This is an optimization exercise on Yosys and OpenROAD, whose aim is small area, a short achievable clock period and few clock cycles, not a production implementation. Only simulation tests tie the RTL to the original design; equivalence was not proved.

### flow/config.mk
export PLATFORM = sky130hd
export DESIGN_NAME = swept_box_collision_resolver
export DESIGN_NICKNAME = swept_box_collision_resolver
export VERILOG_FILES = /design/flow/design.v
export SDC_FILE = /design/flow/constraint.sdc
export NUM_CORES = 4
export LEC_CHECK = 0
export CAP_MARGIN = 30
export CORE_MARGIN = 2
export CORE_UTILIZATION = 35
export SETUP_SLACK_MARGIN = 5
export SLEW_MARGIN = 20
export SYNTH_MEMORY_MAX_BITS = 16384
export TNS_END_PERCENT = 100
### flow/constraint.sdc
create_clock -name core_clock -period 12.0 [get_ports {clk}]
set_input_delay 2.4000 -clock core_clock [delete_from_list [all_inputs] [get_ports {clk}]]
set_output_delay 2.4000 -clock core_clock [all_outputs]
set_load 0.01 [all_outputs]
### flow/design.v
module swept_box_collision_resolver (
  input  logic               clk,
  input  logic               rst_n,
  input  logic               cfg_we,
  input  logic [1:0]         cfg_index,
  input  logic [30:0]        cfg_wdata,
  input  logic               in_valid,
  output logic               in_ready,
  input  logic               in_req_type,
  input  logic [5:0]         in_entry_index,
  input  logic signed [31:0] in_box_x,
  input  logic signed [31:0] in_box_y,
  input  logic [30:0]        in_box_width,
  input  logic [30:0]        in_box_height,
  input  logic               in_box_jumpthrough,
  input  logic signed [31:0] in_last_x,
  input  logic signed [31:0] in_last_y,
  input  logic signed [31:0] in_vel_x,
  input  logic signed [31:0] in_vel_y,
  output logic               out_valid,
  input  logic               out_ready,
  output logic signed [31:0] out_new_x,
  output logic signed [31:0] out_new_y,
  output logic signed [31:0] out_new_last_x,
  output logic signed [31:0] out_new_last_y,
  output logic signed [31:0] out_new_vel_x,
  output logic signed [31:0] out_new_vel_y,
  output logic [3:0]         out_contact_sides,
  output logic [5:0]         out_contact_index,
  output logic               out_any_contact,
  output logic               out_limit_reached
);
  localparam int N = 16;
  localparam logic [16:0] Q_ONE = 17'h10000;
  localparam logic [3:0] SIDE_TOP    = 4'b0001;
  localparam logic [3:0] SIDE_BOTTOM = 4'b0010;
  localparam logic [3:0] SIDE_LEFT   = 4'b0100;
  localparam logic [3:0] SIDE_RIGHT  = 4'b1000;
  localparam logic [3:0] S_IDLE  = 4'd0;
  localparam logic [3:0] S_SEL   = 4'd1;
  localparam logic [3:0] S_DPREP = 4'd2;
  localparam logic [3:0] S_DIV   = 4'd3;
  localparam logic [3:0] S_MUL1  = 4'd4;
  localparam logic [3:0] S_MUL2  = 4'd5;
  localparam logic [3:0] S_P2    = 4'd6;
  localparam logic [3:0] S_U0    = 4'd7;
  localparam logic [3:0] S_U1    = 4'd8;
  localparam logic [3:0] S_U2    = 4'd9;
  localparam logic [3:0] S_U3    = 4'd10;
  localparam logic [3:0] S_U4    = 4'd11;
  localparam logic [3:0] S_U5    = 4'd12;
  localparam logic [3:0] S_LOAD  = 4'd13;
  localparam logic [3:0] S_DONE  = 4'd14;
  localparam logic [3:0] S_U6    = 4'd15;
  localparam int M_Q = 0;    
  localparam int M_V = 1;    
  localparam int M_S = 2;    
  localparam int M_T = 3;    
  localparam int M_R = 4;    
  localparam int M_C = 5;    
  logic [6:0]   platform_count_r;
  logic [30:0]  player_width_r;
  logic [30:0]  player_height_r;
  logic [N-1:0] vmask_r;            
  logic signed [31:0] pwm1_r, phm1_r;   
  logic signed [31:0] t_l [N];
  logic signed [31:0] t_b [N];
  logic signed [32:0] t_r [N];
  logic signed [32:0] t_t [N];
  logic               t_j [N];
  logic               f_valid_r;
  logic               f_type_r;
  logic [3:0]         f_idx_r;
  logic signed [31:0] f_px_r, f_py_r, f_lx_r, f_ly_r, f_vx_r, f_vy_r;
  logic signed [33:0] f_kla_r, f_klb_r, f_kba_r, f_kbb_r;   
  logic [3:0]  state_r;
  logic [5:0]  mul_sel_r;
  logic [5:0]  passes_r;
  logic        any_r, limit_r;
  logic [3:0]  csides_r, cidx_r;
  logic        out_valid_r;
  logic        cmp_pend_r;
  logic        chk_w_r;             
  logic signed [31:0] px_r, py_r, lx_r, ly_r, vx_r, vy_r;
  logic signed [33:0] w_kla_r, w_klb_r, w_kba_r, w_kbb_r;   
  logic [16:0]        rem_r;
  logic [N-1:0] xm_r, ym_r, xr_r, yb_r, pick_r;
  logic [3:0]         ck_r;
  logic               cy_r, cxr_r, cyb_r;
  logic signed [31:0] c_l_r, c_b_r;
  logic signed [32:0] c_r_r, c_t_r;
  logic               ax_r;         
  logic               hx_r;         
  logic [16:0]        tx_r;
  logic signed [35:0] area_x_r;
  logic signed [31:0] ny_r;
  logic               cv_r, cay_r;
  logic [16:0]        ctm_r, comt_r;
  logic signed [35:0] car_r;
  logic signed [31:0] cpo_r;
  logic [3:0]         csd_r;
  logic signed [34:0] drem_r;
  logic [32:0]        d_r;
  logic [34:0]        d3_r;
  logic [16:0]        q_r;
  logic               dfirst_r;
  logic [1:0]         dcnt_r;
  logic signed [32:0] ddo_r;
  logic signed [36:0] pp0_r, pp1_r, pp2_r;
  logic signed [37:0] pp3_r;
  logic signed [49:0] prod_r;
  logic signed [31:0] n_r;
  logic signed [32:0] nhim1_r;
  logic               hit_r;
  logic [16:0]        bt_r;
  logic signed [35:0] ba_r;
  logic               baxis_r;
  logic [3:0]         bsides_r, bidx_r;
  logic [16:0]        bomt_r;
  logic signed [31:0] bpo_r;
  logic               rfull_r;      
  logic signed [31:0] pa_r, po_r;
  logic signed [33:0] kpa_r, kbo_r;
  logic signed [31:0] o_x_r, o_y_r, o_lx_r, o_ly_r, o_vx_r, o_vy_r;
  logic [3:0]         o_sides_r, o_idx_r;
  logic               o_any_r, o_limit_r;
  function automatic logic [N-1:0] lowest(input logic [N-1:0] m);
    lowest = m & (~m + 16'd1);
  endfunction
  logic signed [31:0] c_px, c_py, c_lx, c_ly;
  logic signed [33:0] k_la, k_lb, k_ba, k_bb;
  logic               la_hi, la_lo, lb_hi, lb_lo, ba_hi, ba_lo, bb_hi, bb_lo;
  always_comb begin
    c_px = chk_w_r ? px_r : f_px_r;
    c_py = chk_w_r ? py_r : f_py_r;
    c_lx = chk_w_r ? lx_r : f_lx_r;
    c_ly = chk_w_r ? ly_r : f_ly_r;
    k_la = chk_w_r ? w_kla_r : f_kla_r;
    k_lb = chk_w_r ? w_klb_r : f_klb_r;
    k_ba = chk_w_r ? w_kba_r : f_kba_r;
    k_bb = chk_w_r ? w_kbb_r : f_kbb_r;
    la_hi = k_la > 34'sh0_7fff_ffff;  la_lo = k_la < -34'sh0_8000_0000;
    lb_hi = k_lb > 34'sh0_7fff_ffff;  lb_lo = k_lb < -34'sh0_8000_0000;
    ba_hi = k_ba > 34'sh0_7fff_ffff;  ba_lo = k_ba < -34'sh0_8000_0000;
    bb_hi = k_bb > 34'sh0_7fff_ffff;  bb_lo = k_bb < -34'sh0_8000_0000;
  end
  logic signed [31:0] k_la_s, k_lb_s, k_ba_s, k_bb_s;
  assign k_la_s = k_la[31:0];
  assign k_lb_s = k_lb[31:0];
  assign k_ba_s = k_ba[31:0];
  assign k_bb_s = k_bb[31:0];
  logic [N-1:0] f_xc, f_yc, f_xr, f_yb;
  always_comb begin
    for (int k = 0; k < N; k++) begin
      logic a1, a2, b1, b2, c1, c2, d1, d2, xr, xl, yb, yt, ovx, ovy;
      a1 = la_hi || (!la_lo && (t_l[k] < k_la_s));
      a2 = lb_hi || (!lb_lo && (t_l[k] < k_lb_s));
      b1 = 33'(c_lx) < t_r[k];
      b2 = 33'(c_px) < t_r[k];
      c1 = ba_hi || (!ba_lo && (t_b[k] < k_ba_s));
      c2 = bb_hi || (!bb_lo && (t_b[k] < k_bb_s));
      d1 = 33'(c_ly) < t_t[k];
      d2 = 33'(c_py) < t_t[k];
      xr  = !a1 && a2;
      xl  = !b1 && b2;
      yb  = !c1 && c2;
      yt  = !d1 && d2;
      ovx = (b1 || b2) && (a1 || a2);
      ovy = (d1 || d2) && (c1 || c2);
      f_xc[k] = vmask_r[k] && ovy && (xr || xl);
      f_yc[k] = vmask_r[k] && ovx && (yb || (yt && !t_j[k]));
      f_xr[k] = xr;
      f_yb[k] = yb;
    end
  end
  logic [N-1:0]       pend;
  logic [3:0]         pick_idx;
  logic signed [31:0] e_l, e_b;
  logic signed [32:0] e_r, e_t;
  logic               e_x, e_y, e_xr, e_yb;
  assign pend = xm_r | ym_r;
  always_comb begin
    pick_idx = '0;
    e_l = '0; e_b = '0; e_r = '0; e_t = '0;
    for (int k = 0; k < N; k++) begin
      if (pick_r[k]) begin
        pick_idx = pick_idx | 4'(k);
        e_l = e_l | t_l[k];
        e_b = e_b | t_b[k];
        e_r = e_r | t_r[k];
        e_t = e_t | t_t[k];
      end
    end
    e_x  = |(xm_r & pick_r);
    e_y  = |(ym_r & pick_r);
    e_xr = |(xr_r & pick_r);
    e_yb = |(yb_r & pick_r);
  end
  logic               s_ax, s_xr, s_yb;
  logic signed [31:0] s_l, s_b;
  logic signed [32:0] s_r, s_t;
  logic signed [34:0] anum;
  logic signed [32:0] dx_s, dy_s;
  logic [32:0]        dxa, dya, dsel;
  always_comb begin
    if (state_r == S_DPREP) begin
      s_ax = 1'b1; s_xr = cxr_r; s_yb = cyb_r;
      s_l = c_l_r; s_b = c_b_r; s_r = c_r_r; s_t = c_t_r;
    end else begin
      s_ax = !e_x; s_xr = e_xr; s_yb = e_yb;
      s_l = e_l; s_b = e_b; s_r = e_r; s_t = e_t;
    end
    if (!s_ax) anum = s_xr ? 35'(s_l) + ~(35'(w_kla_r)) : 35'(lx_r) + ~(35'(s_r));
    else       anum = s_yb ? 35'(s_b) + ~(35'(w_kba_r)) : 35'(ly_r) + ~(35'(s_t));
    dx_s = 33'(px_r) - 33'(lx_r);
    dy_s = 33'(py_r) - 33'(ly_r);
    dxa  = dx_s[32] ? 33'(-dx_s) : 33'(dx_s);
    dya  = dy_s[32] ? 33'(-dy_s) : 33'(dy_s);
    dsel = s_ax ? dya : dxa;
  end
  function automatic logic [36:0] r4step(input logic [34:0] r, input logic [32:0] d,
                                         input logic [34:0] d3);
    logic [36:0] r4, t1, t2, t3;
    logic [1:0]  g;
    logic [34:0] rn;
    r4 = {r, 2'b00};
    t1 = r4 - 37'(d);
    t2 = r4 - {3'b0, d, 1'b0};
    t3 = r4 - 37'(d3);
    if (!t3[36])      begin g = 2'd3; rn = t3[34:0]; end
    else if (!t2[36]) begin g = 2'd2; rn = t2[34:0]; end
    else if (!t1[36]) begin g = 2'd1; rn = t1[34:0]; end
    else              begin g = 2'd0; rn = r4[34:0]; end
    r4step = {g, rn};
  endfunction
  logic [34:0] r1, r2;
  logic [1:0]  g1, g2;
  logic        qzero, qone;
  logic [35:0] rbig;
  always_comb begin
    {g1, r1} = r4step(drem_r, d_r, d3_r);
    {g2, r2} = r4step(r1, d_r, d3_r);
    rbig  = {1'b0, drem_r} - 36'(d_r);
    qzero = drem_r[34] || (drem_r == '0);
    qone  = !rbig[35];
  end
  logic signed [32:0] mul_a;
  logic               vsel_y;
  logic signed [4:0]  mb0, mb1, mb2;
  logic signed [5:0]  mb3;
  assign mb0 = {1'b0, mul_b[3:0]};
  assign mb1 = {1'b0, mul_b[7:4]};
  assign mb2 = {1'b0, mul_b[11:8]};
  assign mb3 = {1'b0, mul_b[16:12]};
  logic [16:0]        mul_b;
  logic signed [32:0] sh;
  logic signed [49:0] psum;
  assign sh   = prod_r[48:16];
  assign psum = 50'(pp0_r) + (50'(pp1_r) <<< 4) + (50'(pp2_r) <<< 8) + (50'(pp3_r) <<< 12);
  always_comb begin
    vsel_y = mul_sel_r[M_C] ? cay_r : baxis_r;
    mul_a = ({33{mul_sel_r[M_Q] | mul_sel_r[M_T]}} & ddo_r) |
            ({33{(mul_sel_r[M_V] | mul_sel_r[M_C]) &  vsel_y}} & 33'(vx_r)) |
            ({33{(mul_sel_r[M_V] | mul_sel_r[M_C]) & !vsel_y}} & 33'(vy_r)) |
            ({33{mul_sel_r[M_S]}} & sh) |
            ({33{mul_sel_r[M_R]}} & 33'(bomt_r));
    mul_b = ({17{mul_sel_r[M_Q]}} & q_r) |
            ({17{mul_sel_r[M_V]}} & bomt_r) |
            ({17{mul_sel_r[M_C]}} & comt_r) |
            ({17{mul_sel_r[M_S] | mul_sel_r[M_R]}} & rem_r) |
            ({17{mul_sel_r[M_T]}} & bt_r);
  end
  always_ff @(posedge clk) begin
    pp0_r  <= mul_a * mb0;
    pp1_r  <= mul_a * mb1;
    pp2_r  <= mul_a * mb2;
    pp3_r  <= mul_a * mb3;
    prod_r <= psum;
  end
  logic signed [51:0] n_sum, nhim1_sum;
  always_comb begin
    n_sum     = 52'(pp0_r) + (52'(pp1_r) <<< 4) + (52'(pp2_r) <<< 8) + (52'(pp3_r) <<< 12) +
                ((ax_r ? 52'(lx_r) : 52'(ly_r)) <<< 16);
    nhim1_sum = 52'(pp0_r) + (52'(pp1_r) <<< 4) + (52'(pp2_r) <<< 8) + (52'(pp3_r) <<< 12) +
                ((ax_r ? 52'(w_kla_r) : 52'(w_kba_r)) <<< 16);
  end
  logic signed [32:0] lo_s, hi_s;
  logic               kill;
  logic signed [35:0] area, mn, mx;
  always_comb begin
    lo_s = ax_r ? 33'(c_l_r) : 33'(c_b_r);
    hi_s = ax_r ? c_r_r : c_t_r;
    kill = (36'(n_r) >= 36'(hi_s)) || (36'(nhim1_r) <= 36'(lo_s));
    mn   = (36'(hi_s) < 36'(nhim1_r)) ? 36'(hi_s) : 36'(nhim1_r);
    mx   = (36'(lo_s) > 36'(n_r)) ? 36'(lo_s) : 36'(n_r);
    area = mn - mx + 36'sd1;
  end
  logic               hx_f, hy_f, ay_f;
  logic [16:0]        t_f;
  always_comb begin
    hx_f = ax_r ? hx_r : !kill;
    hy_f = ax_r && !kill;
    ay_f = !hx_f || (hy_f && q_r < tx_r);
    t_f  = ay_f ? q_r : (ax_r ? tx_r : q_r);
  end
  logic better, fast_hit;
  always_comb begin
    better   = cmp_pend_r && cv_r && (ctm_r < bt_r || (ctm_r == bt_r && car_r > ba_r));
    fast_hit = state_r == S_SEL && cmp_pend_r && cv_r && !hit_r && (pend == '0);
  end
  logic signed [32:0] pa_new;
  logic signed [33:0] kpa_new;
  logic signed [33:0] po_sum;
  logic signed [31:0] po_new;
  logic [16:0]        rem_new;
  logic               u_lim, u_go;
  always_comb begin
    pa_new  = (baxis_r ? 33'(ly_r) : 33'(lx_r)) + sh;
    kpa_new = (baxis_r ? w_kba_r : w_kla_r) + 34'(sh);
    po_sum  = 34'(bpo_r) + 34'(sh);
    if (po_sum > 34'sh0_7fff_ffff)       po_new = 32'sh7fff_ffff;
    else if (po_sum < -34'sh0_8000_0000) po_new = 32'sh8000_0000;
    else                                 po_new = po_sum[31:0];
    rem_new = rfull_r ? bomt_r : prod_r[32:16];
    u_lim   = passes_r > 6'd32;
    u_go    = !u_lim && (rem_new > 17'd1);
  end
  logic sel_idle, w_end, fin, out_free, take, accept;
  assign out_free = !out_valid_r || out_ready;
  assign sel_idle = (state_r == S_SEL) && (pend == '0) && !hit_r && !cmp_pend_r;
  assign w_end    = sel_idle || state_r == S_LOAD || state_r == S_DONE ||
                    (state_r == S_U5 && !u_go);
  assign fin      = w_end && out_free;
  logic take_ok;
  assign take_ok  = state_r == S_IDLE ||
                    ((sel_idle || state_r == S_LOAD || state_r == S_DONE) && out_free);
  assign take     = f_valid_r && take_ok;
  assign in_ready = !f_valid_r || take_ok;
  assign accept   = in_valid && in_ready;
  always_ff @(posedge clk) begin
    if (!rst_n) begin
      platform_count_r <= '0;
      player_width_r   <= '0;
      player_height_r  <= '0;
      vmask_r          <= '0;
      pwm1_r           <= -32'sd1;
      phm1_r           <= -32'sd1;
    end else if (cfg_we) begin
      case (cfg_index)
        2'd0: begin
          platform_count_r <= cfg_wdata[6:0];
          for (int k = 0; k < N; k++) vmask_r[k] <= 7'(k) < cfg_wdata[6:0];
        end
        2'd1: begin
          player_width_r <= cfg_wdata;
          pwm1_r         <= 32'(cfg_wdata) - 32'sd1;
        end
        2'd2: begin
          player_height_r <= cfg_wdata;
          phm1_r          <= 32'(cfg_wdata) - 32'sd1;
        end
        default: ;
      endcase
    end
  end
  always_ff @(posedge clk) begin
    if (!rst_n) begin
      f_valid_r <= 1'b0;
    end else if (accept) begin
      f_valid_r <= 1'b1;
    end else if (take) begin
      f_valid_r <= 1'b0;
    end
    if (accept) begin
      f_type_r <= in_req_type;
      f_idx_r  <= in_entry_index[3:0];
      f_px_r   <= in_box_x;
      f_py_r   <= in_box_y;
      f_lx_r   <= in_req_type ? in_last_x : {1'b0, in_box_width};
      f_ly_r   <= in_req_type ? in_last_y : {1'b0, in_box_height};
      f_vx_r   <= in_req_type ? in_vel_x : {31'b0, in_box_jumpthrough};
      f_vy_r   <= in_vel_y;
      f_kla_r  <= 34'(in_last_x) + 34'(pwm1_r);
      f_klb_r  <= 34'(in_box_x) + 34'(pwm1_r);
      f_kba_r  <= 34'(in_last_y) + 34'(phm1_r);
      f_kbb_r  <= 34'(in_box_y) + 34'(phm1_r);
    end
  end
  logic tab_we;
  assign tab_we = f_valid_r && !f_type_r &&
                  (state_r == S_IDLE || sel_idle || state_r == S_LOAD || state_r == S_DONE ||
                   !rst_n);
  always_ff @(posedge clk) begin
    for (int k = 0; k < N; k++) begin
      if (tab_we && f_idx_r == 4'(k)) begin
        t_l[k] <= f_px_r;
        t_b[k] <= f_py_r;
        t_r[k] <= 33'(f_px_r) + 33'(f_lx_r[30:0]) - 33'sd1;
        t_t[k] <= 33'(f_py_r) + 33'(f_ly_r[30:0]) - 33'sd1;
        t_j[k] <= f_vx_r[0];
      end
    end
  end
  logic [3:0] state_n;
  logic [5:0] mul_sel_n;
  always_comb begin
    state_n = state_r;
    if (take) begin
      state_n = f_type_r ? S_SEL : S_LOAD;
    end else begin
      case (state_r)
        S_IDLE: ;
        S_SEL: begin
          if (pend != '0)           state_n = S_DIV;
          else if (fast_hit)        state_n = S_U1;
          else if (hit_r || better) state_n = S_U0;
          else if (cmp_pend_r)      state_n = S_SEL;
          else                      state_n = out_free ? S_IDLE : S_DONE;
        end
        S_DPREP: state_n = S_DIV;
        S_DIV:   if (dfirst_r ? (qzero || qone) : (dcnt_r == 2'd3)) state_n = S_MUL1;
        S_MUL1:  state_n = S_MUL2;
        S_MUL2:  state_n = S_P2;
        S_P2:    state_n = (!ax_r && cy_r) ? S_DPREP : S_SEL;
        S_U0:    state_n = S_U1;
        S_U1:    state_n = S_U2;
        S_U2:    state_n = S_U3;
        S_U3:    state_n = rfull_r ? S_U5 : S_U4;
        S_U4:    state_n = S_U6;
        S_U6:    state_n = S_U5;
        S_U5: begin
          if (u_go) state_n = S_SEL;
          else      state_n = out_free ? S_IDLE : S_DONE;
        end
        S_LOAD:  state_n = out_free ? S_IDLE : S_DONE;
        S_DONE:  if (out_free) state_n = S_IDLE;
        default: state_n = S_IDLE;
      endcase
    end
    case (state_n)
      S_U0:    mul_sel_n = 6'b000001 << M_V;
      S_U1:    mul_sel_n = 6'b000001 << M_T;
      S_U2:    mul_sel_n = 6'b000001 << M_S;
      S_U3:    mul_sel_n = 6'b000001 << M_R;
      default: mul_sel_n = 6'b000001 << M_Q;
    endcase
    if (state_r == S_P2 && !(!ax_r && cy_r) && (pend == '0) && !hit_r && (hx_f || hy_f))
      mul_sel_n = 6'b000001 << M_C;
  end
  always_ff @(posedge clk) begin
    if (!rst_n) begin
      state_r     <= S_IDLE;
      out_valid_r <= 1'b0;
      cmp_pend_r  <= 1'b0;
      mul_sel_r   <= 6'b000001 << M_Q;
      chk_w_r     <= 1'b0;
    end else begin
      state_r   <= state_n;
      mul_sel_r <= mul_sel_n;
      chk_w_r   <= (state_n == S_U5);
      if (out_valid_r && out_ready) out_valid_r <= 1'b0;
      if (fin) out_valid_r <= 1'b1;
      if (state_r == S_SEL) cmp_pend_r <= 1'b0;
      if (state_r == S_P2 && !(!ax_r && cy_r)) cmp_pend_r <= 1'b1;
    end
  end
  always_ff @(posedge clk) begin
    if (take) begin
      px_r     <= f_type_r ? f_px_r : '0;
      py_r     <= f_type_r ? f_py_r : '0;
      lx_r     <= f_type_r ? f_lx_r : '0;
      ly_r     <= f_type_r ? f_ly_r : '0;
      vx_r     <= f_type_r ? f_vx_r : '0;
      vy_r     <= f_type_r ? f_vy_r : '0;
      w_kla_r  <= f_kla_r;
      w_klb_r  <= f_klb_r;
      w_kba_r  <= f_kba_r;
      w_kbb_r  <= f_kbb_r;
      rem_r    <= Q_ONE;
      rfull_r  <= 1'b1;
      passes_r <= '0;
      any_r    <= 1'b0;
      limit_r  <= 1'b0;
      csides_r <= '0;
      cidx_r   <= '0;
    end else begin
      case (state_r)
        S_U0: begin
          any_r    <= 1'b1;
          csides_r <= bsides_r;
          cidx_r   <= bidx_r;
          if (baxis_r) vy_r <= '0;
          else         vx_r <= '0;
          kbo_r <= 34'(bpo_r) + 34'(baxis_r ? pwm1_r : phm1_r);
        end
        S_SEL: begin
          if (fast_hit) begin
            any_r    <= 1'b1;
            csides_r <= csd_r;
            cidx_r   <= ck_r;
            if (cay_r) vy_r <= '0;
            else       vx_r <= '0;
            kbo_r <= 34'(cpo_r) + 34'(cay_r ? pwm1_r : phm1_r);
          end
        end
        S_U2: begin
          po_r <= po_new;
        end
        S_U3: begin
          pa_r  <= pa_new[31:0];
          kpa_r <= kpa_new;
          if (rfull_r) begin
            if (baxis_r) begin
              py_r    <= pa_new[31:0];
              ly_r    <= pa_new[31:0];
              lx_r    <= bpo_r;
              px_r    <= po_r;
              w_kba_r <= kpa_new;
              w_kbb_r <= kpa_new;
              w_kla_r <= kbo_r;
              w_klb_r <= 34'(po_r) + 34'(pwm1_r);
            end else begin
              px_r    <= pa_new[31:0];
              lx_r    <= pa_new[31:0];
              ly_r    <= bpo_r;
              py_r    <= po_r;
              w_kla_r <= kpa_new;
              w_klb_r <= kpa_new;
              w_kba_r <= kbo_r;
              w_kbb_r <= 34'(po_r) + 34'(phm1_r);
            end
          end
          passes_r <= passes_r + 6'd1;
        end
        S_U4: begin
          po_r <= po_new;
          if (baxis_r) begin
            py_r    <= pa_r;
            ly_r    <= pa_r;
            lx_r    <= bpo_r;
            px_r    <= po_new;
            w_kba_r <= kpa_r;
            w_kbb_r <= kpa_r;
            w_kla_r <= kbo_r;
          end else begin
            px_r    <= pa_r;
            lx_r    <= pa_r;
            ly_r    <= bpo_r;
            py_r    <= po_new;
            w_kla_r <= kpa_r;
            w_klb_r <= kpa_r;
            w_kba_r <= kbo_r;
          end
        end
        S_U6: begin
          if (baxis_r) w_klb_r <= 34'(po_r) + 34'(pwm1_r);
          else         w_kbb_r <= 34'(po_r) + 34'(phm1_r);
        end
        S_U5: begin
          rem_r   <= rem_new;
          rfull_r <= 1'b0;
          if (u_lim) limit_r <= 1'b1;
        end
        default: ;
      endcase
    end
  end
  always_ff @(posedge clk) begin
    if (take || state_r == S_U5) begin
      xm_r   <= f_xc;
      ym_r   <= f_yc;
      xr_r   <= f_xr;
      yb_r   <= f_yb;
      pick_r <= lowest(f_xc | f_yc);
    end else if (state_r == S_SEL && pend != '0) begin
      xm_r   <= xm_r & ~pick_r;
      ym_r   <= ym_r & ~pick_r;
      pick_r <= lowest(pend & ~pick_r);
    end
  end
  always_ff @(posedge clk) begin
    if (state_r == S_SEL && pend != '0) begin
      ck_r  <= pick_idx;
      cy_r  <= e_y;
      cxr_r <= e_xr;
      cyb_r <= e_yb;
      ax_r  <= !e_x;
      hx_r  <= 1'b0;
      c_l_r <= e_l;
      c_b_r <= e_b;
      c_r_r <= e_r;
      c_t_r <= e_t;
    end
    if ((state_r == S_SEL && pend != '0) || state_r == S_DPREP) begin
      drem_r   <= anum;
      d_r      <= dsel;
      d3_r     <= 35'(dsel) + {1'b0, dsel, 1'b0};
      ddo_r    <= s_ax ? dx_s : dy_s;
      dfirst_r <= 1'b1;
      dcnt_r   <= '0;
      q_r      <= '0;
    end
    if (state_r == S_DIV) begin
      dfirst_r <= 1'b0;
      if (dfirst_r && qzero)     q_r <= '0;
      else if (dfirst_r && qone) q_r <= Q_ONE;
      else begin
        q_r    <= {q_r[12:0], g1, g2};
        drem_r <= r2;
        dcnt_r <= dcnt_r + 2'd1;
      end
    end
    if (state_r == S_MUL2) begin
      n_r     <= n_sum[47:16];
      nhim1_r <= nhim1_sum[48:16];
    end
    if (state_r == S_P2) begin
      if (!ax_r) begin
        hx_r     <= !kill;
        tx_r     <= q_r;
        area_x_r <= area;
        ny_r     <= n_r;
        ax_r     <= 1'b1;
      end
      cv_r   <= hx_f || hy_f;
      cay_r  <= ay_f;
      ctm_r  <= t_f;
      comt_r <= Q_ONE - t_f;
      car_r  <= (ay_f || !ax_r) ? area : area_x_r;
      cpo_r  <= (ay_f || !ax_r) ? n_r : ny_r;
      csd_r  <= (hx_f ? (cxr_r ? SIDE_RIGHT : SIDE_LEFT) : 4'b0) |
                (hy_f ? (cyb_r ? SIDE_BOTTOM : SIDE_TOP) : 4'b0);
    end
    if (state_r == S_U0) begin
      ddo_r <= baxis_r ? dy_s : dx_s;
    end
    if (fast_hit) begin
      ddo_r <= cay_r ? dy_s : dx_s;
    end
  end
  always_ff @(posedge clk) begin
    if (take || state_r == S_U5) begin
      hit_r <= 1'b0;
      bt_r  <= Q_ONE + 17'd1;
      ba_r  <= '0;
    end else if (better) begin
      hit_r    <= 1'b1;
      bt_r     <= ctm_r;
      ba_r     <= car_r;
      baxis_r  <= cay_r;
      bsides_r <= csd_r;
      bidx_r   <= ck_r;
      bomt_r   <= comt_r;
      bpo_r    <= cpo_r;
    end
  end
  always_ff @(posedge clk) begin
    if (fin) begin
      o_x_r     <= px_r;
      o_y_r     <= py_r;
      o_lx_r    <= lx_r;
      o_ly_r    <= ly_r;
      o_vx_r    <= vx_r;
      o_vy_r    <= vy_r;
      o_sides_r <= csides_r;
      o_idx_r   <= cidx_r;
      o_any_r   <= any_r;
      o_limit_r <= (state_r == S_U5) ? u_lim : limit_r;
    end
  end
  assign out_valid         = out_valid_r;
  assign out_new_x         = o_x_r;
  assign out_new_y         = o_y_r;
  assign out_new_last_x    = o_lx_r;
  assign out_new_last_y    = o_ly_r;
  assign out_new_vel_x     = o_vx_r;
  assign out_new_vel_y     = o_vy_r;
  assign out_contact_sides = o_sides_r;
  assign out_contact_index = {2'b00, o_idx_r};
  assign out_any_contact   = o_any_r;
  assign out_limit_reached = o_limit_r;
endmodule
### flow/run.sh
#!/bin/bash
# synth_recipe.tcl (not shown) runs the flow's synth.tcl, then flattens the netlist and writes it again
# the make line also repeats each setting of config.mk as NAME=value (left out here)
make -C /OpenROAD-flow-scripts/flow DESIGN_CONFIG=/design/flow/config.mk WORK_HOME=/design/flow/orfs CLKGATE_MAP_FILE= SYNTH_SCRIPT=/design/flow/synth_recipe.tcl finish
==> impl_metrics.yaml, run 1 <==
outcome:
  status: "finished with violations"
  so_faults: "slew limit"
place:
  io_buffers: 501
  dp_hpwl_mm: 1430
  place_area_um2: 353000
  gp_congestion: 1.11
sta:
  setup_viol: 0
  setup_tns_ns: 0
  finClkSkew_ns: 0.165
  period_share: 0.632
  max_slew_margin: -0.0380
  fmax_mhz: 132
  worst_slew_pin_slew_ns: 1.56
  report.final.slew_viol_count: 60
  rsz0062_at_grt: "true"
  hold_viol_final: 0
  min_period_ns: 7.58
routing:
  post-route-drc-count: 0
  drt_iter0_markers: 46000
  wire_per_inst_um: 39.5
  drtPass1Iterations: 10
  routed_wirelength_mm: 1840
  via_per_inst: 6.48
  vias: 301000
  antenna_left: 0
synth:
  synth_edf_count: 3735
  synth_seq_cells: 4134
  yosysSeqAreaShare: 0.370
  syn_area_per_cell_um2: 10.2
  synth_cell_types: 110
  ys.flop_type: "edfxtp_1"
  syn_inst: 31700
  synth_area_um2: 324000
  async_flop_share: 0
  synth_warnings: 6
final_layout:
  seq_area_um2: 120000
  fillCellCount: 88900
  final_nets: 39800
  finalInstanceArea_um2: 382000
  most-common-layout-cells: "ha_1, edfxtp_1, inv_1"
  final_common_cell: "ha_1"
  multiInputGateArea_um2: 198000
  area_growth_pct: 17.8
  drive_gt1_frac: 0.117
floorplanning:
  dieArea_um2: 935000
  die_w_um: 967
  core_area_um2: 924000
  initial_utilization: 0.351
  row_count: 353
  die_h_um: 967
  ioPinCount: 506
min_path:
  whs_path_depth: 0
  hold_path_end: "bsides_r[1]$_DFFE_PP_"
  min_path_type: "register to register"
  hold_path.startpoint: "csd_r[1]$_SDFFCE_PN0P_"
setup_path:
  arrival_ns: 8.36
  reg2reg_depth: 38
  crit_top_cell: "o21a_1"
  cpMaxStageDelayCell: "dfxtp_4"
  r2r-end: "car_r[33]$_DFFE_PP_"
  path_max_fanout: 7
  cp_top_family: "compound AO/OA/AOI/OAI gates"
  rr_startpoint: "ax_r$_DFF_P_"
  crit_required_ns: 12.78
  startpoint_type: "register"
  crit_type: "register to register"
  critical_path_buf_inv_count: 3
  end_kind: "register"
  max_stage_delay_ns: 0.42
  rrSetupSlack_ns: 4.42
grt:
  grt_pass1_wl_mm: 2390
  overflow: 0
  antenna_found_initial: 336
  grt_pass1_vias: 275000
  track_usage: 0.372
  grt_max_degree: 156
clocking:
  clock_path_buffers: 5
  numCtsBuffers: 549
  cts-root-buf: "clkbuf_16"
  cts_hold_buf: 0
  cts_tree: "done"
  cts_sinks: 4134
  cts-htree-levels: 6
  clkTransAtPathRegs_ns: 0.06
  insertion_delay_ns: 1.14
job:
  drv_cap: 0
==> worst max-delay path by stage <==
stage / from / end / cells after the start
after floorplan: out_ready / o_any_r$_DFFE_PP_ / 2
after global placement: d_r[0]$_DFFE_PN_ / drem_r[33]$_DFF_P_ / 27
after detailed placement: d_r[0]$_DFFE_PN_ / drem_r[33]$_DFF_P_ / 27
after CTS: ax_r$_DFF_P_ / car_r[34]$_DFFE_PP_ / 36
after global routing: ax_r$_DFF_P_ / car_r[34]$_DFFE_PP_ / 36
final: ax_r$_DFF_P_ / car_r[33]$_DFFE_PP_ / 38
==> cell usage after synthesis (399+ instances only) <==
cell type | number | area (µm²)
a22oi_1 | 617 | 4630
a21oi_1 | 1991 | 9960
clkbuf_1 | 666 | 2500
mux2i_1 | 443 | 4430
dfxtp_1 | 399 | 7990
edfxtp_1 | 3735 | 112000
xnor2_1 | 702 | 6150
nand3_1 | 425 | 2130
inv_1 | 2612 | 9800
nand4_1 | 829 | 5190
nor2_1 | 1916 | 7190
nor2b_1 | 462 | 2890
nand2_1 | 1804 | 6770
ha_1 | 5634 | 70500
o21a_1 | 517 | 3880
a21o_1 | 1440 | 10800
o21ai_0 | 1750 | 8760
==> worst register-to-register path: cells and delay by family (launching register included) <==
| family | cells | cell delay, ns |
|---|---|---|
| xor gates and xnor gates | 1 | 0.12 |
| and+or+nand+nor | 2 | 0.17 |
| AOI/OAI and AO/OA | 25 | 4.67 |
| buffers and inverters | 3 | 0.37 |
| muxes | 3 | 0.82 |
| adders and majority gates | 4 | 0.77 |
| DFF | 1 | 0.42 |
==> repair_timing <==
| action | CTS | global route |
|---|---|---|
| gates resized for setup | 578 | 581 |
| endpoints found under the setup margin | 242 | 145 |
| buffers inserted | 209 | 196 |
| cloned | 20 | 15 |
| pin swaps | 160 | 303 |
==> flip-flops by register name (all words and copies together), names as in the netlist, 35 cells and up <==
name      flops
pp2_r        37
t_l         512
t_b         512
area_x_r     36
car_r        36
t_t         528
t_r         528
ba_r         36
pp1_r        37
pp3_r        37
drem_r       35
==> cell type report <==
type                       count  share of cell area
clock inverter               289             0.00762
inverter                    2613              0.0259
multi-input combinational  24100               0.519
tap                        12200              0.0401
timing repair buffer        2099              0.0528
antenna                      338             0.00221
sequential                  4134               0.314
clock buffer                 676              0.0383
==> metrics by stage <==
| stage | utilization | hold slack, ns | setup slack, ns | cells |
|---|---|---|---|---|
| floorplan | - | 0.408 | 2.72 | 31700 |
| global placement | 0.381 | 0.415 | 2.21 | 44500 |
| detailed placement | 0.383 | 0.421 | 2.30 | 44700 |
| CTS | 0.407 | 0.420 | 4.49 | 45900 |
| global route | 0.413 | 0.441 | 4.17 | 46300 |
| finish | 0.414 | 0.418 | 4.42 | 46500 |
==> kinds of logic after synthesis <==
| group | after synthesis | synth area share |
|---|---|---|
| fa+ha+maj | 6025 | 0.241 |
| xor+xnor | 1044 | 0.0282 |
| compound gates | 9023 | 0.186 |
| flops | 4134 | 0.370 |
| mux | 743 | 0.0241 |
| buf+inv | 3454 | 0.0401 |
| other cells | 1 | 0.0000116 |
| simple gates | 7248 | 0.110 |
==> per-layer routing <==
layer | up-vias | global-route usage | wire length (µm)
li1 | 124000 | - | -
met1 | 149000 | 0.462 | 684000
met2 | 22500 | 0.497 | 700000
met3 | 5228 | 0.158 | 267000
met4 | 159 | 0.301 | 184000
met5 | - | 0.00998 | 3190
Testbench counts, summed over its fixed seeds: cycles 7,056.
==> run 2: changes to the inputs <==
--- a/flow/design.v
+++ b/flow/design.v
@@ -73,6 +73,7 @@
   logic [3:0]         f_idx_r;
   logic signed [31:0] f_px_r, f_py_r, f_lx_r, f_ly_r, f_vx_r, f_vy_r;
   logic signed [33:0] f_kla_r, f_klb_r, f_kba_r, f_kbb_r;   
+  logic               f_dxp_r, f_dxn_r, f_dyp_r, f_dyn_r;   
   logic [3:0]  state_r;
   logic [5:0]  mul_sel_r;
   logic [5:0]  passes_r;
@@ -83,6 +84,7 @@
   logic        chk_w_r;             
   logic signed [31:0] px_r, py_r, lx_r, ly_r, vx_r, vy_r;
   logic signed [33:0] w_kla_r, w_klb_r, w_kba_r, w_kbb_r;   
+  logic               w_dxp_r, w_dxn_r, w_dyp_r, w_dyn_r;   
   logic [16:0]        rem_r;
   logic [N-1:0] xm_r, ym_r, xr_r, yb_r, pick_r;
   logic [3:0]         ck_r;
@@ -149,24 +151,38 @@
   assign k_lb_s = k_lb[31:0];
   assign k_ba_s = k_ba[31:0];
   assign k_bb_s = k_bb[31:0];
+  logic               c_dxp, c_dxn, c_dyp, c_dyn;
+  logic signed [32:0] b3x, b3y;
+  logic               hi3x, lo3x, hi3y, lo3y;
+  always_comb begin
+    c_dxp = chk_w_r ? w_dxp_r : f_dxp_r;
+    c_dxn = chk_w_r ? w_dxn_r : f_dxn_r;
+    c_dyp = chk_w_r ? w_dyp_r : f_dyp_r;
+    c_dyn = chk_w_r ? w_dyn_r : f_dyn_r;
+    b3x   = c_dxp ? 33'(k_lb_s) : ~(33'(c_px));
+    b3y   = c_dyp ? 33'(k_bb_s) : ~(33'(c_py));
+    hi3x  = c_dxp && lb_hi;  lo3x = c_dxp && lb_lo;
+    hi3y  = c_dyp && bb_hi;  lo3y = c_dyp && bb_lo;
+  end
   logic [N-1:0] f_xc, f_yc, f_xr, f_yb;
   always_comb begin
     for (int k = 0; k < N; k++) begin
-      logic a1, a2, b1, b2, c1, c2, d1, d2, xr, xl, yb, yt, ovx, ovy;
-      a1 = la_hi || (!la_lo && (t_l[k] < k_la_s));
-      a2 = lb_hi || (!lb_lo && (t_l[k] < k_lb_s));
-      b1 = 33'(c_lx) < t_r[k];
-      b2 = 33'(c_px) < t_r[k];
-      c1 = ba_hi || (!ba_lo && (t_b[k] < k_ba_s));
-      c2 = bb_hi || (!bb_lo && (t_b[k] < k_bb_s));
-      d1 = 33'(c_ly) < t_t[k];
-      d2 = 33'(c_py) < t_t[k];
-      xr  = !a1 && a2;
-      xl  = !b1 && b2;
-      yb  = !c1 && c2;
-      yt  = !d1 && d2;
-      ovx = (b1 || b2) && (a1 || a2);
-      ovy = (d1 || d2) && (c1 || c2);
+      logic a1, b1, c1, d1, e3x, e3y, xr, xl, yb, yt, ovx, ovy;
+      logic signed [32:0] a3x, a3y;
+      a1  = la_hi || (!la_lo && (t_l[k] < k_la_s));
+      b1  = 33'(c_lx) < t_r[k];
+      c1  = ba_hi || (!ba_lo && (t_b[k] < k_ba_s));
+      d1  = 33'(c_ly) < t_t[k];
+      a3x = c_dxp ? 33'(t_l[k]) : ~t_r[k];
+      a3y = c_dyp ? 33'(t_b[k]) : ~t_t[k];
+      e3x = hi3x || (!lo3x && (a3x < b3x));
+      e3y = hi3y || (!lo3y && (a3y < b3y));
+      xr  = c_dxp && !a1 && e3x;
+      xl  = c_dxn && !b1 && e3x;
+      yb  = c_dyp && !c1 && e3y;
+      yt  = c_dyn && !d1 && e3y;
+      ovx = c_dxp ? (b1 && e3x) : c_dxn ? (a1 && e3x) : (a1 && b1);
+      ovy = c_dyp ? (d1 && e3y) : c_dyn ? (c1 && e3y) : (c1 && d1);
       f_xc[k] = vmask_r[k] && ovy && (xr || xl);
       f_yc[k] = vmask_r[k] && ovx && (yb || (yt && !t_j[k]));
       f_xr[k] = xr;
@@ -327,7 +343,7 @@
   end
   logic sel_idle, w_end, fin, out_free, take, accept;
   assign out_free = !out_valid_r || out_ready;
-  assign sel_idle = (state_r == S_SEL) && (pend == '0) && !hit_r && !cmp_pend_r;
+  assign sel_idle = (state_r == S_SEL) && (pend == '0) && !hit_r && !(cmp_pend_r && cv_r);
   assign w_end    = sel_idle || state_r == S_LOAD || state_r == S_DONE ||
                     (state_r == S_U5 && !u_go);
   assign fin      = w_end && out_free;
@@ -384,6 +400,10 @@
       f_klb_r  <= 34'(in_box_x) + 34'(pwm1_r);
       f_kba_r  <= 34'(in_last_y) + 34'(phm1_r);
       f_kbb_r  <= 34'(in_box_y) + 34'(phm1_r);
+      f_dxp_r  <= in_box_x > in_last_x;
+      f_dxn_r  <= in_box_x < in_last_x;
+      f_dyp_r  <= in_box_y > in_last_y;
+      f_dyn_r  <= in_box_y < in_last_y;
     end
   end
   logic tab_we;
@@ -414,7 +434,7 @@
           if (pend != '0)           state_n = S_DIV;
           else if (fast_hit)        state_n = S_U1;
           else if (hit_r || better) state_n = S_U0;
-          else if (cmp_pend_r)      state_n = S_SEL;
+          else if (cmp_pend_r && cv_r) state_n = S_SEL;
           else                      state_n = out_free ? S_IDLE : S_DONE;
         end
         S_DPREP: state_n = S_DIV;
@@ -476,6 +496,10 @@
       w_klb_r  <= f_klb_r;
       w_kba_r  <= f_kba_r;
       w_kbb_r  <= f_kbb_r;
+      w_dxp_r  <= f_dxp_r;
+      w_dxn_r  <= f_dxn_r;
+      w_dyp_r  <= f_dyp_r;
+      w_dyn_r  <= f_dyn_r;
       rem_r    <= Q_ONE;
       rfull_r  <= 1'b1;
       passes_r <= '0;
@@ -519,6 +543,10 @@
               w_kbb_r <= kpa_new;
               w_kla_r <= kbo_r;
               w_klb_r <= 34'(po_r) + 34'(pwm1_r);
+              w_dyp_r <= 1'b0;
+              w_dyn_r <= 1'b0;
+              w_dxp_r <= po_r > bpo_r;
+              w_dxn_r <= po_r < bpo_r;
             end else begin
               px_r    <= pa_new[31:0];
               lx_r    <= pa_new[31:0];
@@ -528,6 +556,10 @@
               w_klb_r <= kpa_new;
               w_kba_r <= kbo_r;
               w_kbb_r <= 34'(po_r) + 34'(phm1_r);
+              w_dxp_r <= 1'b0;
+              w_dxn_r <= 1'b0;
+              w_dyp_r <= po_r > bpo_r;
+              w_dyn_r <= po_r < bpo_r;
             end
           end
           passes_r <= passes_r + 6'd1;
@@ -553,8 +585,19 @@
           end
         end
         S_U6: begin
-          if (baxis_r) w_klb_r <= 34'(po_r) + 34'(pwm1_r);
-          else         w_kbb_r <= 34'(po_r) + 34'(phm1_r);
+          if (baxis_r) begin
+            w_klb_r <= 34'(po_r) + 34'(pwm1_r);
+            w_dyp_r <= 1'b0;
+            w_dyn_r <= 1'b0;
+            w_dxp_r <= po_r > bpo_r;
+            w_dxn_r <= po_r < bpo_r;
+          end else begin
+            w_kbb_r <= 34'(po_r) + 34'(phm1_r);
+            w_dxp_r <= 1'b0;
+            w_dxn_r <= 1'b0;
+            w_dyp_r <= po_r > bpo_r;
+            w_dyn_r <= po_r < bpo_r;
+          end
         end
         S_U5: begin
           rem_r   <= rem_new;
--- a/flow/config.mk
+++ b/flow/config.mk
@@ -7,8 +7,8 @@
 export LEC_CHECK = 0
 export CAP_MARGIN = 30
 export CORE_MARGIN = 2
-export CORE_UTILIZATION = 35
-export SETUP_SLACK_MARGIN = 5
-export SLEW_MARGIN = 20
+export CORE_UTILIZATION = 30
+export PLACE_DENSITY = 0.45
+export SETUP_SLACK_MARGIN = 4.5
+export SLEW_MARGIN = 40
 export SYNTH_MEMORY_MAX_BITS = 16384
-export TNS_END_PERCENT = 100
==> run 2 against run 1 <==
The run now finishes clean. Via count is 1.5% higher. Synthesized cell count rose by 2.7%. Sequential cell count increased by 8. Non-clock buffer count increased by 149. Die area up 15%.
==> impl_metrics.yaml, run 2 <==
floorplanning:
  ioPinCount: 506
  die_w_mm: 1.04
  die_h_mm: 1.04
  dieArea_um2: 1070000
  row_count: 378
  core_area_um2: 1060000
  initial_utilization: 0.301
sta:
  max_slew_margin: 0.178
  hold_viol_final: 0
  worst_slew_pin_slew_ns: 1.23
  rsz0062_at_grt: "true"
  fin_ws_ns: 4.15
  setup_tns_ns: 0
  finClkSkew_ns: 0.135
  min_period_ns: 7.85
  setup_viol: 0
  report.final.slew_viol_count: 0
  fmax_mhz: 127
  period_share: 0.654
setup_path:
  arrival_ns: 8.71
  cpMaxStageDelayCell: "a311o_1"
  max_stage_delay_ns: 0.45
  path_max_fanout: 7
  end_kind: "register"
  crit_type: "register to register"
  crit_top_cell: "o21a_1"
  critical_path_buf_inv_count: 5
  cp_top_family: "compound AO/OA/AOI/OAI gates"
  startpoint_type: "register"
  crit_required_ns: 12.87
routing:
  drt_iter0_markers: 47000
  drtPass1Iterations: 10
  wire_per_inst_um: 46.4
  vias: 306000
  post-route-drc-count: 0
  antenna_left: 0
  routed_wirelength_mm: 2280
  via_per_inst: 6.23
place:
  preCtsSetupSlack_ns: 2.07
  dp_hpwl_mm: 1850
  io_buffers: 501
  gp_congestion: 1.06
synth:
  syn_area_per_cell_um2: 9.80
  synth_top_area_frac: 0.352
  ys.flop_type: "edfxtp_1"
  yosysMostFrequentCell: "ha_1"
  synthMuxAreaShare: 0.0217
  synth_warnings: 6
  synth_edf_count: 3743
  synth_top_family_by_area: "adder cells"
  yosysTopAreaCell: "edfxtp_1"
  synth_xor_area_frac: 0.0274
  synthAdderAreaFrac: 0.210
  synthTopCellsByArea: "edfxtp_1, ha_1, o21ai_0"
  synth_area_um2: 319000
  ys_top_cells_by_count: "ha_1, edfxtp_1, nand2_1, inv_1, o21ai_0"
  async_flop_share: 0
  synth-compound-area-share: 0.197
  synth_cell_types: 101
  syn_inst: 32500
  yosysSeqAreaShare: 0.377
  synth_seq_cells: 4142
  synthSimpleGateAreaFrac: 0.120
clocking:
  clock_path_buffers: 5
  cts-htree-levels: 6
  cts-root-buf: "clkbuf_16"
  numCtsBuffers: 575
  cts_sinks: 4142
  insertion_delay_ns: 1.22
  cts_tree: "done"
  clkTransAtPathRegs_ns: 0.06
grt:
  overflow: 0
  grt_max_degree: 146
  grt_pass1_wl_mm: 2880
  track_usage: 0.407
  grt_pass1_vias: 278000
  antenna_found_initial: 396
job:
  drv_cap: 0
final_layout:
  reg_top3: "t_r x528, t_t x528"
  final_nets: 39700
  area_growth_pct: 19.4
  fillCellCount: 107000
  drive_gt1_frac: 0.121
  final_common_cell: "ha_1"
  most-common-layout-cells: "ha_1, edfxtp_1, nand2_1"
outcome:
  status: "timing/DRC/antenna clean"
min_path:
  min_path_type: "register to register"
==> run 2: changes by cell type after synthesis, moves of 51 or more <==
| cell | change |
|---|---|
| a21o_1 | -51 |
| a21oi_1 | -110 |
| clkbuf_1 | +301 |
| ha_1 | -896 |
| inv_1 | +128 |
| nand2_1 | +1022 |
| nand4_1 | -124 |
| nor2_1 | +78 |
| nor2b_1 | -111 |
| o211ai_1 | +57 |
| o21a_1 | -164 |
| o21ai_0 | +926 |
==> run 2: what timing repair did <==
action,4_1_cts,5_1_grt
endpoints found under the setup margin,251,131
buffers inserted,200,121
hold buffers,0,0
gates resized for setup,455,328
pin swaps,141,147
cloned,12,7
==> run 2: logic make-up after synthesis <==
kind of cell | after synthesis
compound gates | 9614
xor+xnor | 994
fa+ha+maj | 5129
buf+inv | 3866
flops | 4142
mux | 658
other cells | 1
simple gates | 8133
==> run 2: through the flow <==
step	utilization	instance area, µm²	instances	hold slack [ns]
after floorplan	-	319000	32500	0.408
after global placement	0.331	350000	47200	0.417
after detailed placement	0.334	354000	47400	0.416
after CTS	0.356	377000	48600	0.429
after global routing	0.359	380000	48900	0.447
final	0.359	381000	49100	0.423
==> run 2: final cells by class <==
type                    count  area, µm²  share of cell area
flip-flops and latches   4142     120000               0.316
diodes                    330        826             0.00217
clock inverters           361       3660             0.00961
inverters                2741      10300              0.0272
multi-input cells       24500     192000               0.503
repair buffers           2248      21000              0.0552
well taps               14100      17600              0.0462
clock buffers             681      15200              0.0399
==> run 2: path summary, 6_finish.rpt <==
check                           slack, ns  depth (start not counted)              startpoint              endpoint
worst min register to register       0.42                          0  cidx_r[0]$_SDFFE_PP0P_  o_idx_r[0]$_DFFE_PP_
worst max-delay path                 4.15                         37      c_b_r[1]$_DFFE_PP_   car_r[31]$_DFFE_PP_
worst min-delay path                 0.42                          0  cidx_r[0]$_SDFFE_PP0P_  o_idx_r[0]$_DFFE_PP_
worst max register to register       4.15                         37      c_b_r[1]$_DFFE_PP_   car_r[31]$_DFFE_PP_
==> run 2: layer usage <==
layer / track usage / share of wire / vias up
li1: - / - / 125000
met1: 0.516 / 0.39 / 155000
met2: 0.572 / 0.40 / 20100
met3: 0.128 / 0.11 / 4611
met4: 0.313 / 0.094 / 156
met5: 0 / 0.00047 / -
Testbench counts of run 2, summed over its fixed seeds: cycles 7,006.
==> run 3: changes to the inputs <==
--- a/flow/config.mk
+++ b/flow/config.mk
@@ -7,8 +7,8 @@
 export LEC_CHECK = 0
 export CAP_MARGIN = 30
 export CORE_MARGIN = 2
-export CORE_UTILIZATION = 30
-export PLACE_DENSITY = 0.45
-export SETUP_SLACK_MARGIN = 4.5
+export CORE_UTILIZATION = 35
+export PLACE_DENSITY = 0.5
+export SETUP_SLACK_MARGIN = 3.5
 export SLEW_MARGIN = 40
 export SYNTH_MEMORY_MAX_BITS = 16384
==> run 3 against run 2 <==
Cell area fell by 2.1%. Still clean on timing, DRC and antenna. Global-route usage rose by 6.4 points. First-iteration DRC count rose by 12%. Die area fell by 14%.
==> impl_metrics.yaml, run 3 <==
outcome:
  status: "timing/DRC/antenna clean"
grt:
  grt_pass1_vias: 278000
  grt_max_degree: 183
  antenna_found_initial: 396
  track_usage: 0.470
  grt_pass1_wl_mm: 2840
  overflow: 0
setup_path:
  crit_type: "register to register"
  arrival_ns: 9.56
  end_kind: "register"
  path_max_fanout: 59
  crit_required_ns: 12.94
  startpoint_type: "register"
synth:
  synth_seq_cells: 4142
  synth_top_area_frac: 0.352
  synth_area_um2: 319000
  ys.flop_type: "edfxtp_1"
  synthTopCellsByArea: "edfxtp_1, ha_1, o21ai_0"
  synth_warnings: 6
  async_flop_share: 0
  synth_edf_count: 3743
  syn_inst: 32500
  ys_top_cells_by_count: "ha_1, edfxtp_1, nand2_1, inv_1, o21ai_0"
  synth_cell_types: 101
  yosysTopAreaCell: "edfxtp_1"
  yosysSeqAreaShare: 0.377
  syn_area_per_cell_um2: 9.80
  yosysMostFrequentCell: "ha_1"
final_layout:
  post-route-util: 0.410
  fillCellCount: 89300
  drive_gt1_frac: 0.102
  multiInputGateArea_um2: 189000
  most-common-layout-cells: "ha_1, edfxtp_1, nand2_1"
  area_growth_pct: 16.9
  seq_area_um2: 120000
  final_common_cell: "ha_1"
  reg_top3: "t_r x528, t_t x528"
  final_nets: 39400
sta:
  period_share: 0.719
  fmax_mhz: 116
  finClkSkew_ns: 0.117
  worst_slew_pin_slew_ns: 1.14
  setup_viol: 0
  max_slew_margin: 0.243
  hold_viol_final: 0
  fin_ws_ns: 3.37
  report.final.slew_viol_count: 0
  min_period_ns: 8.63
  rsz0062_at_grt: "true"
min_path:
  min_path_type: "register to register"
floorplanning:
  dieArea_um2: 919000
  ioPinCount: 506
  row_count: 350
  initial_utilization: 0.351
  die_h_um: 959
  die_w_um: 959
  core_area_um2: 908000
place:
  dp_hpwl_mm: 1810
  gp_congestion: 1.09
  preCtsSetupSlack_ns: 1.98
  io_buffers: 501
clocking:
  cts-htree-levels: 6
  insertion_delay_ns: 1.14
  cts_hold_buf: 0
  clkTransAtPathRegs_ns: 0.06
  cts-root-buf: "clkbuf_16"
  cts_tree: "done"
  cts_sinks: 4142
  clock_path_buffers: 5
  numCtsBuffers: 570
routing:
  wire_per_inst_um: 48.0
  post-route-drc-count: 0
  routed_wirelength_mm: 2250
  drt_iter0_markers: 52800
  antenna_left: 0
  drtPass1Iterations: 11
  vias: 309000
  via_per_inst: 6.59
job:
  drv_cap: 0
## run 3: logic make-up (layout without fill, tap and decap cells)
| kind of cell | Yosys count | count (layout) | synth area share |
|---|---|---|---|
| AO/OA/AOI/OAI | 9614 | 9614 | 0.197 |
| flip-flops | 4142 | 4142 | 0.377 |
| XOR/XNOR | 994 | 994 | 0.0274 |
| other | 1 | 318 | 0.0000118 |
| buffers and inverters | 3866 | 5747 | 0.0457 |
| multiplexers | 658 | 660 | 0.0217 |
| AND/OR/NAND/NOR | 8133 | 8133 | 0.120 |
| adder cells (fa/ha/maj) | 5129 | 5129 | 0.210 |
## run 3: through the flow
stage | cell area [µm²] | std cells | setup TNS (ns) | hold WS [ns]
global placement | 348000 | 45300 | 0 | 0.415
finish | 373000 | 46900 | 0 | 0.435
detailed placement | 351000 | 45400 | 0 | 0.419
floorplan | 319000 | 32500 | -362.09 | 0.408
CTS | 371000 | 46500 | 0 | 0.434
global route | 372000 | 46600 | 0 | 0.451
## run 3: path summary, 6_finish.rpt
kind,cells past startpoint,start,slack [ns],endpoint
max,20,f_dyp_r$_DFFE_PP_,3.37,pick_r[13]$_DFFE_PP_
min,0,vx_r[13]$_SDFFCE_PN0P_,0.43,o_vx_r[13]$_DFFE_PP_
max reg2reg,20,f_dyp_r$_DFFE_PP_,3.37,pick_r[13]$_DFFE_PP_
min reg2reg,0,vx_r[13]$_SDFFCE_PN0P_,0.43,o_vx_r[13]$_DFFE_PP_
## run 3: area by class of cell
type                    instances  share of cell area
multi-input cells           24500               0.507
well taps                   12100              0.0408
inverters                    2741              0.0277
repair buffers               1990              0.0492
clock buffers                 692              0.0402
clock inverters               324              0.0100
diodes                        316             0.00212
flip-flops and latches       4142               0.323
## run 3: worst max-delay path, cell delays in order, from the launching register on
cell,delay (ns)
edfxtp_1,0.81
mux2_8,0.55
buf_6,0.43
o21ai_0,0.21
o21ai_4,0.15
buf_4,0.42
buf_4,0.47
ha_1,0.25
nand4_1,0.32
a211oi_2,0.56
buf_4,0.26
nand2_1,0.06
a21o_1,0.43
a41oi_2,0.73
nor3_1,0.08
o21ai_0,0.65
a211oi_1,0.34
or4_1,0.73
or3_1,0.42
or3_1,0.36
o32ai_1,0.15
## run 3: repair_timing
item / CTS / global route
buffers inserted: 45 / 35
gates resized for setup: 100 / 94
pin swaps: 22 / 32
endpoints found under the setup margin: 122 / 88
cloned: 2 / 2
## run 3: layer usage
metal  wire length [µm]  part of all wire  GRT usage  vias to the layer above
met4             209000             0.093      0.353                      138
met3             288000              0.13      0.160                     5007
met1             881000              0.39      0.613                   156000
met5               1010           0.00045          0                        -
met2             871000              0.39      0.640                    23400
li1                   -                 -          -                   125000

==> static timing again, ports no longer ideal <==
The flow's constraints put no driver on any port. The routed layouts listed below were extracted and timed again, unchanged, in two steps.
Step 1 sets driving cells, clkbuf_16 on the clock port and buf_2 on the other inputs (assumed; they add their load-dependent delay and slew).
Step 2, shift: input delay + t, output delay - t, t = (earliest + latest rising clock arrival at the registers) / 2. This alone moves slack from input paths to output paths.
Three values: ideal ports, drivers, drivers and shift; two values: the first two.
run | shift t [ns] | setup WS [ns] | worst setup path after step 2 | slew at the worst register clock pin (ns)
run 1 | 1.222 | 4.420 / 4.420 / 3.773 | input to register | 0.07 / 0.07
run 2 | 1.336 | 4.154 / 4.154 / 3.870 | input to register | 0.08 / 0.08
run 3 | 1.262 | 3.371 / 3.371 / 3.371 | register to register | 0.07 / 0.07
For run 1, which loses most, drivers alone change the setup slack by 0.000 ns; drivers and shift together by -0.647 ns.
